Source: an optimization exercise on an open RTL-to-GDS flow (aim: small area). Production flows keep margins and buffers that such runs may drop.
The RTL was checked by simulation tests, not by an equivalence proof against the original design.
Power is estimated from default activity; no workload was simulated.

Setup of job 5362:
// rvPipelineTop
module rvPipelineTop (
    input  wire         clk,
    input  wire         rst_n,
    output logic [29:0] iAddr,
    input  wire  [31:0] iRdata,
    input  wire         iStall,
    output logic        dReqRen,
    output logic        dReqWen,
    output logic [29:0] dReqAddr,
    output logic [31:0] dReqWdata,
    input  wire  [31:0] dRdata,
    input  wire         dStall
);
export LEC_CHECK = 0
export CAP_MARGIN = 20
export CELL_PAD_IN_SITES_DETAIL_PLACEMENT = 1
export CELL_PAD_IN_SITES_GLOBAL_PLACEMENT = 2
export CORE_MARGIN = 2
export CORE_UTILIZATION = 45
export PLACE_DENSITY = 0.55
export SETUP_SLACK_MARGIN = 0.05
export SLEW_MARGIN = 20
create_clock -name core_clock -period 5.0 [get_ports {clk}]
standard.sh (not shown) runs the stock make flow with config.mk's settings and CLKGATE_MAP_FILE= SYNTH_SCRIPT=/design/flow/synth_recipe.tcl, a recipe that flattens the netlist after the stock synthesis.
==> flow/flow/run.sh <==
#!/bin/bash
# Standard layout, with synthesis mapped by an area-oriented ABC script,
# port buffers of the smallest buffer, a clock tree of larger clusters without
# dummy loads, and power recovery (downsizing off the critical paths) after
# global routing followed by a second slew and capacitance repair.
set -uo pipefail
HERE=$(pwd)
export MY_ABC_SCRIPT=$HERE/flow/abc_area.script
sed -e "s#SYNTH_SCRIPT=[^ ]*#SYNTH_SCRIPT=$HERE/flow/my_synth.tcl#" standard.sh > my_standard.sh
bash my_standard.sh \
  "BUFFER_PORTS_ARGS=-buffer_cell sky130_fd_sc_hd__buf_1" \
  "CTS_ARGS=-sink_clustering_enable -repair_clock_nets -dont_use_dummy_load -buf_list {sky130_fd_sc_hd__clkbuf_16} -sink_clustering_size 24 -sink_clustering_max_diameter 100" \
  RECOVER_POWER=100 \
  POST_GLOBAL_ROUTE_TCL=$HERE/flow/post_grt.tcl \
  finish > flow_make.log 2>&1
exit $?
==> flow/flow/abc_area.script <==
strash
&get -n
&nf
&put
strash
&get -n
&nf
&put
==> flow/flow/my_synth.tcl <==
# Standard synthesis (synth_recipe.tcl) with an area-oriented ABC mapping script
proc synth {args} { yosys synth -nofsm -noshare {*}$args }
proc abc {args} {
  set i [lsearch -exact $args -script]
  if { $i >= 0 } {
    set args [lreplace $args [expr {$i + 1}] [expr {$i + 1}] $::env(MY_ABC_SCRIPT)]
  }
  yosys abc {*}$args
}
source $::env(SCRIPTS_DIR)/synth.tcl
# left out here: clear keep_hierarchy, flatten, clean up, hide names made inside functions, write 1_2_yosys.v
==> flow/flow/post_grt.tcl <==
# After power recovery: repair max slew and capacitance again, since downsizing
# can leave nets (such as heavily loaded port buffers) over their limits.
puts "POST_GLOBAL_ROUTE: repair_design after power recovery"
log_cmd global_route -start_incremental
log_cmd estimate_parasitics -global_routing
repair_design_helper
log_cmd detailed_placement
log_cmd global_route -end_incremental
log_cmd estimate_parasitics -global_routing
write_guides $::env(RESULTS_DIR)/route.guide
> inputs changed (job 5362 -> job 7586)
diff --git a/flow/flow/run.sh b/flow/flow/run.sh
--- a/flow/flow/run.sh
+++ b/flow/flow/run.sh
@@ -3,4 +3,3 @@
 # port buffers of the smallest buffer, a clock tree of larger clusters without
-# dummy loads, and power recovery (downsizing off the critical paths) after
-# global routing followed by a second slew and capacitance repair.
+# dummy loads.
 set -uo pipefail
@@ -12,4 +11,2 @@
   "CTS_ARGS=-sink_clustering_enable -repair_clock_nets -dont_use_dummy_load -buf_list {sky130_fd_sc_hd__clkbuf_16} -sink_clustering_size 24 -sink_clustering_max_diameter 100" \
-  RECOVER_POWER=100 \
-  POST_GLOBAL_ROUTE_TCL=$HERE/flow/post_grt.tcl \
   finish > flow_make.log 2>&1
removed: flow/flow/post_grt.tcl
### Flow results
Setup slack in job 7586 is larger than in job 5362.
For total power, job 7586 and job 5362 come out practically identical.
Delta (job 7586 minus job 5362): share of the synthesized netlist area taken by xor and xnor gates essentially unchanged; total detailed-routing wirelength decreased 0.35%; final cycle utilization of the critical path decreased 6.4 points.
--- input diff job 7586..job 5248 ---
# job 7586
export LEC_CHECK = 0
export CAP_MARGIN = 20
export CELL_PAD_IN_SITES_DETAIL_PLACEMENT = 1
export CELL_PAD_IN_SITES_GLOBAL_PLACEMENT = 2
export CORE_MARGIN = 2
export CORE_UTILIZATION = 45
export PLACE_DENSITY = 0.55
export SETUP_SLACK_MARGIN = 0.05
export SLEW_MARGIN = 20
create_clock -name core_clock -period 5.0 [get_ports {clk}]
# job 5248
export LEC_CHECK = 0
export CAP_MARGIN = 20
export CELL_PAD_IN_SITES_DETAIL_PLACEMENT = 1
export CELL_PAD_IN_SITES_GLOBAL_PLACEMENT = 2
export CORE_MARGIN = 2
export CORE_UTILIZATION = 50
export PLACE_DENSITY = 0.6
export SETUP_SLACK_MARGIN = 0.05
export SLEW_MARGIN = 20
create_clock -name core_clock -period 5.0 [get_ports {clk}]
--- outcome ---
- Going from job 7586 to job 5248, number of cells on the worst reg-to-reg path increased by 1 relative to the old numbers, wire length on met2 decreased by about 6% relative to the old numbers.
- The power share of the clock group of job 5248 is lower than that of job 7586.
- Job 5248 vs. job 7586: area taken by multi-input logic gates held, achievable clock frequency went down 5.4%, final worst setup slack went down 260 ps.
- Job 5248 against job 7586: combinational power share held, proportion of cell area occupied by registers held.
- Job 5248 vs job 7586: end-of-flow core utilization up in job 5248

re-timing with driven ports:
Ports are ideal in the flow. The routed layouts listed here were re-timed in OpenROAD. Step 1 assumes that a clkbuf_16 drives the clock port and a buf_2 every other input. Step 2, shift: input delay + t, output delay - t, t = (earliest + latest rising clock arrival at the registers) / 2. This alone moves slack from input paths to output paths. Slacks: ideal ports / drivers / drivers and shift; pairs: ideal ports / drivers.
| run | t, ns | slack for setup (ns) | hold slack, ns | worst setup path at the end | worst register clock-pin slew, ns |
|---|---|---|---|---|---|
| job 5362 | 0.806 | 0.189 / 0.189 / 0.189 | 0.231 / 0.168 / 0.338 | register to register | 0.11 / 0.11 |
| job 7586 | 0.806 | 0.507 / 0.507 / 0.507 | 0.318 / 0.256 / 0.340 | register to register | 0.11 / 0.11 |
| job 5248 | 0.795 | 0.249 / 0.249 / 0.249 | 0.114 / 0.056 / 0.354 | register to register | 0.11 / 0.11 |
After both steps setup and hold are still met in every run listed.
